What follows belongs to an exercise in optimizing a design on an open flow for small area, a short achievable clock period and few clock cycles per item; a production flow would make more cautious choices.
Function was not checked in any run shown here: the RTL went through the layout flow alone.

==> flow/design.v, too long to show whole: its modules and the start of the top module <==
// module mlp_seq_accel: 942 lines
module mlp_seq_accel (
  input  logic        clk,
  input  logic        reset,
  input  logic        start,
  output logic [9:0]  x_addr,
  input  logic [31:0] x_data,
  output logic [19:0] w_addr,
  input  logic [31:0] w_data,
  output logic        rd_en,
  output logic        busy,
  output logic        done,
  output logic [3:0]  predicted_digit,
  output logic [31:0] max_score
);
  // ...
==> flow/flow/run.sh <==
#!/bin/bash
set -uo pipefail
bash standard.sh SETUP_SLACK_MARGIN=9.0 finish > flow_make.log 2>&1
==> flow/standard.sh <==
#!/bin/bash
# synth_recipe.tcl (not shown) runs the flow's synth.tcl, then flattens the netlist and writes it again
# the make line also repeats each setting of config.mk as NAME=value (left out here)
make -C /OpenROAD-flow-scripts/flow DESIGN_CONFIG=/design/flow/config.mk WORK_HOME=/design/flow/orfs CLKGATE_MAP_FILE= SYNTH_SCRIPT=/design/flow/synth_recipe.tcl "${@:-finish}"
==> flow/config.mk <==
export PLATFORM = sky130hd
export DESIGN_NAME = mlp_seq_accel
export DESIGN_NICKNAME = mlp_seq_accel
export VERILOG_FILES = /design/flow/design.v
export SDC_FILE = /design/flow/constraint.sdc
export NUM_CORES = 4
export LEC_CHECK = 0
export CAP_MARGIN = 20
export CORE_MARGIN = 2
export CORE_UTILIZATION = 45
export SLEW_MARGIN = 20
==> flow/constraint.sdc <==
create_clock -name core_clock -period 13.0 [get_ports {clk}]
set_input_delay 2.6000 -clock core_clock [delete_from_list [all_inputs] [get_ports {clk}]]
set_output_delay 2.6000 -clock core_clock [all_outputs]
set_load 0.01 [all_outputs]
==> qor.csv, run 1 <==
stage,metric,value,unit
global_routing,grt-busiest-layer,met2,
cells_and_area,bufAreaShareNonClock,6.14,%
setup_path,required,13500,ps
setup_path,cp_cell_sequence,nor4_4 -> a41oi_4 -> buf_6 -> bufbuf_16 -> a21o_1 -> ha_4 -> nand4_1 -> nor3_4 -> nand2_2 -> a21oi_2 -> a211oi_2 -> nor3b_4 -> or3_4 -> buf_12 -> a21boi_4 -> buf_6 -> buf_12 -> buf_12 -> buf_16,
logic_synthesis,synth_compound_area_share,16.7,%
logic_synthesis,ys_seq_area_share,45.2,%
logic_synthesis,synth.area.top_cells,"dfxtp_1 35%, fa_1 11%, edfxtp_1 7.0%",
setup_path,r2r_end,best_q[25],
timing,max_freq,227,MHz
global_routing,grt_pass1_wl,269,mm
timing,hold_viol,0,
setup_path,worst_path_max_delay_cell,or3_4,
cells_and_area,nClkBuffers,177,
setup_path,r2r_slack,8590,ps
die,die_w,368,µm
logic_synthesis,synth_cell_type_count,81,
global_routing,use_met2,37.5,%
logic_synthesis,ys_ff_latch,1262,
logic_synthesis,synthFlopType,dfxtp_1,
routing,dr_wl_met3,18.2,mm
cells_and_area,nFillCells,11300,
cells_and_area,drive_above_1_share,16.9,%
status,status,"complete, no violations",
logic_synthesis,synth_top_area_cell,dfxtp_1,
placement,globalplace.congestion,0.930,
die,initial_core_util,45.3,%
logic_synthesis,synth.most_common_cell,dfxtp_1,
global_routing,grt_max_degree,69,
==> run 2, diff against run 1 <==
--- a/flow/design.v
+++ b/flow/design.v
@@ -89,17 +89,17 @@
       end
       default: st_n = S_IDLE;
     endcase
   end
   assign w2row = 13'd785 + {9'd0, po_n};
   always_comb begin
     rd_n   = 1'b0;
     tag0_n = T_NONE;
-    xa_n   = (st_n == S_W1) ? i_n + 10'd1 : 10'd0;
+    xa_n   = i_n;
     wa_n   = {3'd0, wp_n};
     case (st_n)
       S_B2:  begin rd_n = 1'b1; tag0_n = T_RFIRST; wa_n = {16'h18D8, po_n}; end
       S_B1:  begin rd_n = 1'b1; tag0_n = T_CLR;    wa_n = {13'd784, h_n}; end
       S_W1:  begin rd_n = 1'b1; tag0_n = T_ACC; end
       S_W2, S_W2L: begin rd_n = 1'b1; tag0_n = T_RADD; wa_n = {w2row, g_n}; end
       S_FL:  tag0_n = (k_n == 4'd0) ? T_FLUSH : T_NONE;
       S_EV:  tag0_n = T_EVAL;
@@ -141,31 +141,30 @@
     k_q  <= k_n;
     h_q  <= h_n;
     g_q  <= g_n;
     i_q  <= i_n;
     wp_q <= wp_n;
     xa_q <= xa_n;
     wa_q <= wa_n;
   end
-  logic [31:0] xp_q, a_q, am;
+  logic [31:0] a_q, am;
   logic [33:0] a3_q;
   logic [10:0] bs1_q, bs2_q, bs3_q, bs4_q, bneg_q;
   logic [30:0] act_q;
   logic [33:0] wx;
   assign wx = {w_data[31], w_data, 1'b0};
   always_comb begin
     case (tag1_q)
-      T_ACC:   am = xp_q;
+      T_ACC:   am = x_data;
       T_RADD:  am = {1'b0, act_q};
       default: am = 32'h0100_0000;
     endcase
   end
   always_ff @(posedge clk) begin
-    xp_q <= x_data;
     a_q  <= am;
     a3_q <= {{2{am[31]}}, am} + {am[31], am, 1'b0};
     for (int j = 0; j < 11; j++) begin
       bneg_q[j] <= wx[3*j+3];
       case (wx[3*j+3 -: 4])
         4'b0001, 4'b0010, 4'b1101, 4'b1110: {bs4_q[j], bs3_q[j], bs2_q[j], bs1_q[j]} <= 4'b0001;
         4'b0011, 4'b0100, 4'b1011, 4'b1100: {bs4_q[j], bs3_q[j], bs2_q[j], bs1_q[j]} <= 4'b0010;
         4'b0101, 4'b0110, 4'b1001, 4'b1010: {bs4_q[j], bs3_q[j], bs2_q[j], bs1_q[j]} <= 4'b0100;
@@ -885,33 +884,37 @@
   end
   logic [71:0] acc_q, xin, t3, c3, sum;
   logic [70:0] ring_q [10];
   logic [31:0] r_out, best_q;
   logic [3:0]  bidx_q;
   logic [3:0]  pred_q;
   logic [31:0] score_q;
   logic        take;
+  logic        sp_q, sn_q;    
   logic [30:0] act_n;
   always_comb begin
     xin = ({72{f_radd_q}} & {ring_q[0][70], ring_q[0]}) | ({72{f_acc_q}} & acc_q);
     t3  = xin ^ s_q ^ c_q;
     c3  = {(xin[70:0] & s_q[70:0]) | (xin[70:0] & c_q[70:0]) | (s_q[70:0] & c_q[70:0]), 1'b0};
     sum = t3 + c3;
     if (acc_q[71])          act_n = '0;
     else if (|acc_q[70:55]) act_n = 31'h7FFF_FFFF;
     else                    act_n = acc_q[54:24];
-    if (ring_q[0][70]) r_out = (&ring_q[0][69:55]) ? ring_q[0][55:24] : 32'h8000_0000;
-    else               r_out = (|ring_q[0][69:55]) ? 32'h7FFF_FFFF : ring_q[0][55:24];
+    if (sn_q)      r_out = 32'h8000_0000;
+    else if (sp_q) r_out = 32'h7FFF_FFFF;
+    else           r_out = ring_q[0][55:24];
     take = (hs_q == 4'd0) || ($signed(r_out) > $signed(best_q));
   end
   always_ff @(posedge clk) begin
     if (f_accen_q) acc_q <= sum;
     if (f_act_q) act_q <= act_n;
     for (int r = 0; r < 9; r++) ring_q[r] <= ring_q[r+1];
+    sn_q <= ring_q[1][70] && !(&ring_q[1][69:55]);
+    sp_q <= !ring_q[1][70] && (|ring_q[1][69:55]);
     ring_q[9] <= f_ringwr_q ? sum[70:0] : ring_q[0];
     if (f_eval_q && take) begin
       best_q <= r_out;
       bidx_q <= hs_q;
     end
   end
   always_ff @(posedge clk or posedge reset) begin
     if (reset) begin
==> flow/flow/run.sh (replaced) <==
#!/bin/bash
set -uo pipefail
bash standard.sh SETUP_SLACK_MARGIN=9.0 \
  "CTS_ARGS=-sink_clustering_enable -repair_clock_nets -dont_use_dummy_load -sink_clustering_size 24 -sink_clustering_max_diameter 100" \
  finish > flow_make.log 2>&1
==> qor.csv, run 2 <==
stage,metric,value,unit,change
logic_synthesis,ys_ff_latch,1222,,was 1262
timing,max_freq,219,MHz,was 227 MHz
routing,viasPerCell,5.88,,was 5.80
cells_and_area,drive_above_1_share,19.3,%,was 16.9%
run,max-cap-violations,0,,unchanged
timing,rsz0062_at_grt,true,,unchanged
logic_synthesis,ys_top_cells_by_count,"1006 x dfxtp_1, 662 x inv_1, 341 x clkbuf_1",,"was 1056 x dfxtp_1, 661 x inv_1, 363 x clkbuf_1"
timing,finalSetupTns,0,ps,unchanged
logic_synthesis,ys_seq_area_share,44.7,%,was 45.2%
cells_and_area,nFillCells,11200,,was 11300
global_routing,grt_pass1_wl,272,mm,was 269 mm
logic_synthesis,synth_compound_area_share,17.1,%,was 16.7%
routing,drc,0,,unchanged
timing,clock-skew-final,86.1,ps,was 29.4 ps
die,rows,132,,was 133
routing,vias,43200,,was 43800
timing,setup_violations,0,,unchanged
cells_and_area,largest_registers,"ring_q: 710 flops, acc_q: 72 flops, s_q: 64 flops",,unchanged
global_routing,grt_max_degree,68,,was 69
cells_and_area,areaGrowthSynthToFinish,18.0,%,was 18.7%
cells_and_area,largest_register,ring_q,,unchanged
placement,placed_cell_area,61500,µm²,was 62400 µm²
routing,drtPass1Iterations,9,,unchanged
placement,place_ws,7160,ps,was 7250 ps
timing,slew_headroom,20.9,%,was 36.0%
setup_path,r2r_start,f_radd_q,,was ring_q[0][58]
logic_synthesis,synth-edff-count,149,,was 139
routing,wl_per_cell,25.6,µm,was 24.2 µm
clocking,path_clk_slew,100,ps,was 60 ps
logic_synthesis,yosys-mux-area-fraction,2.16,%,was 1.63%
setup_path,required,13560,ps,was 13500 ps
setup_path,critical_path_class,in -> reg,,was reg -> reg
setup_path,crit_path_max_fanout,3,,was 15
min_path,min_path_type,reg -> reg,,unchanged
global_routing,antenna_found_initial,10,,was 4
clocking,h-tree-depth,3,,was 4
logic_synthesis,synth_top_family_by_area,compound AO/OA/AOI/OAI gates,,unchanged
status,status,"complete, no violations",,unchanged
setup_path,crit_path_start_kind,primary input,,was flip-flop
clocking,cts.sinks,1222,,was 1262
global_routing,grt_usage,27.3,%,was 25.9%
cells_and_area,layout.nets,6227,,was 6317
logic_synthesis,synth_area,58900,µm²,was 59700 µm²
cells_and_area,largest_reg_flops,710,,unchanged
logic_synthesis,synth_top_area_cell,dfxtp_1,,unchanged
die,die_w,366,µm,was 368 µm
die,initial_core_util,45.4,%,was 45.3%
routing,drtAntennaViolNets,0,,unchanged
timing,hold_viol,0,,unchanged
cells_and_area,register_area,26500,µm²,was 27200 µm²
cells_and_area,layout_common_cells,"931 x dfxtp_1, 634 x inv_1, 325 x a22o_1",,"was 984 x dfxtp_1, 652 x inv_1, 338 x a22o_1"
clocking,cts_tree,built,,unchanged
logic_synthesis,synth_cell_type_count,95,,was 81
logic_synthesis,synth_xor_area_share,7.54,%,was 7.47%
timing,fin_crit,4580,ps,was 4410 ps
clocking,cts_buffers,66,,was 130
routing,drt_wl_total,188,mm,was 183 mm
global_routing,first_global_vias,41900,,was 42300
clocking,clockBufferDepth,3,,unchanged
clocking,clkLatencyLatePin,690,ps,was 780 ps
logic_synthesis,yosysWarnings,2,,unchanged
placement,io_buffers,132,,unchanged
timing,post-route-period-util,35.2,%,was 33.9%
logic_synthesis,synthSimpleGateAreaFrac,5.48,%,was 6.32%
setup_path,critPathArrivalTime,5130,ps,was 4900 ps
placement,place_hpwl,118,mm,was 117 mm
logic_synthesis,syn_area_per_cell,10.7,µm²,about the same
logic_synthesis,ys_async_sr_fraction,5.48,%,was 5.31%
cells_and_area,layout_commonest_cell,dfxtp_1,,unchanged
logic_synthesis,synth.most_common_cell,dfxtp_1,,unchanged
die,fp.dieH,366,µm,was 368 µm
setup_path,startpoint,x_data[1],,was ring_q[0][58]
die,coreArea,130000,µm²,was 132000 µm²
logic_synthesis,synthFlopType,dfxtp_1,,unchanged
placement,globalplace.congestion,0.959,,was 0.930
clocking,clockRootBuffer,clkbuf_16,,unchanged
routing,drt_iter0_markers,5353,,was 4964
timing,worst_slack,8420,ps,was 8590 ps
cells_and_area,multiInputGateArea,31900,µm²,was 30300 µm²
setup_path,worstSetupEndpointType,flip-flop,,unchanged
die,ios,136,,unchanged
cells_and_area,final_area,69500,µm²,was 70900 µm²
timing,final_max_slew_viol_count,0,,unchanged
logic_synthesis,synth_fa_ha_area_share,15.9,%,was 15.7%
logic_synthesis,synth_cells,5503,,was 5587
global_routing,gr-total-overflow,0,,unchanged
die,dieArea,134000,µm²,was 136000 µm²
min_path,hold_start,ring_q[3][65],,was ring_q[9][59]
timing,worst_pin_slew,1180,ps,was 961 ps
logic_synthesis,synth_top_area_share,34.2,%,was 35.4%
logic_synthesis,synth.area.top_cells,"dfxtp_1 34%, fa_1 11%, edfxtp_1 7.6%",,"was dfxtp_1 35%, fa_1 11%, edfxtp_1 7.0%"
run 2: cell types whose count changed after synthesis, moves of 26 or more:
cell and change:
dfxtp_1 -50, nor2_1 +42, mux2i_1 +33, nand3_1 -29, or3b_1 -28, nand4_1 -26
run 2: path summary, 6_finish.rpt:
kind,to,slack (ps),depth (start not counted)
max,a3_q[27],8420,18
min,ring_q[2][65],280,0
max reg2reg,ring_q[9][64],8680,18
min reg2reg,ring_q[2][65],280,0
max in group asynchronous,f_acc_q,9770,3
min in group asynchronous,st_q[3],2570,3
run 2: critical path, cell delays in order:
cell,delay (ps)
buf_6,90
a22oi_2,150
inv_2,110
ha_4,180
inv_2,50
fa_2,230
nor2b_4,40
o21ai_1,110
nand2b_1,130
a21oi_4,200
o31ai_4,90
o41ai_4,360
o21ai_2,120
buf_4,160
a21oi_4,140
buf_6,140
o31ai_2,60
xor2_1,180
run 2: area by class of cell:
cell class | count | share of cell area (%)
multi-input cells | 3194 | 45.9
flip-flops and latches | 1222 | 38.1
repair buffers | 461 | 6.89
inverters | 663 | 3.59
well taps | 1742 | 3.14
clock buffers | 66 | 2.38
diodes | 1 | 0.00360
run 2: layer usage:
metal	track usage, %	part of all wire, %	vias to the layer above
met4	11.9	5.4	8
met3	8.24	11	602
li1	-	-	19100
met2	40.0	42	2388
met1	37.1	42	21100
met5	0	0.025	-
run 2: metrics by stage:
step | hold WS [ps] | util [%] | cells
global placement | 310 | 47.4 | 7023
detailed placement | 312 | 47.4 | 7023
finish | 276 | 53.6 | 7349
CTS | 278 | 51.6 | 7240
global route | 272 | 53.6 | 7348
floorplan | 310 | - | 5505
run 2: kinds of logic after synthesis:
| kind of cell | Yosys count |
|---|---|
| muxes | 117 |
| other | 1 |
| buffers and inverters | 1089 |
| DFF | 1222 |
| and+or+nand+nor | 695 |
| xor gates and xnor gates | 506 |
| AOI/OAI and AO/OA | 1316 |
| adders and majority gates | 557 |
run 2: timing repair:
action / CTS / global route
pin swaps: 181 / 203
hold buffers: 0 / 0
cloned: 8 / 5
endpoints found under the setup margin: 237 / 153
buffers inserted: 143 / 102
resized for setup: 650 / 350

afterwards: timing with drivers on the ports:
The results above use ideal ports. As a check the final layouts listed here were re-extracted and re-timed, cells and wires unchanged.
Step 1: set_driving_cell puts a clkbuf_16 on clk and a buf_2 on each other input, an assumption about the parent block.
Step 2 also shifts input and output timing later by t, the mid clock arrival at the registers, as if the neighbouring blocks saw the same clock.
Slacks: ideal / step 1 / step 2; pairs: ideal / step 1.
run | shift t [ns] | slack for setup (ns) | worst hold slack (ns) | clock arrival spread, ns | worst data-port slew with drivers (ns)
run 1 | 0.848 | 8.592 / 8.592 / 8.592 | 0.312 / 0.312 / 0.312 | 0.032 / 0.032 | 0.05
run 2 | 0.719 | 8.424 / 8.459 / 7.740 | 0.276 / 0.276 / 0.276 | 0.086 / 0.086 | 0.07
After both steps every run listed still meets setup and hold. For run 2, which loses most, drivers alone change the setup slack by +0.035 ns; drivers and shift together by -0.684 ns.
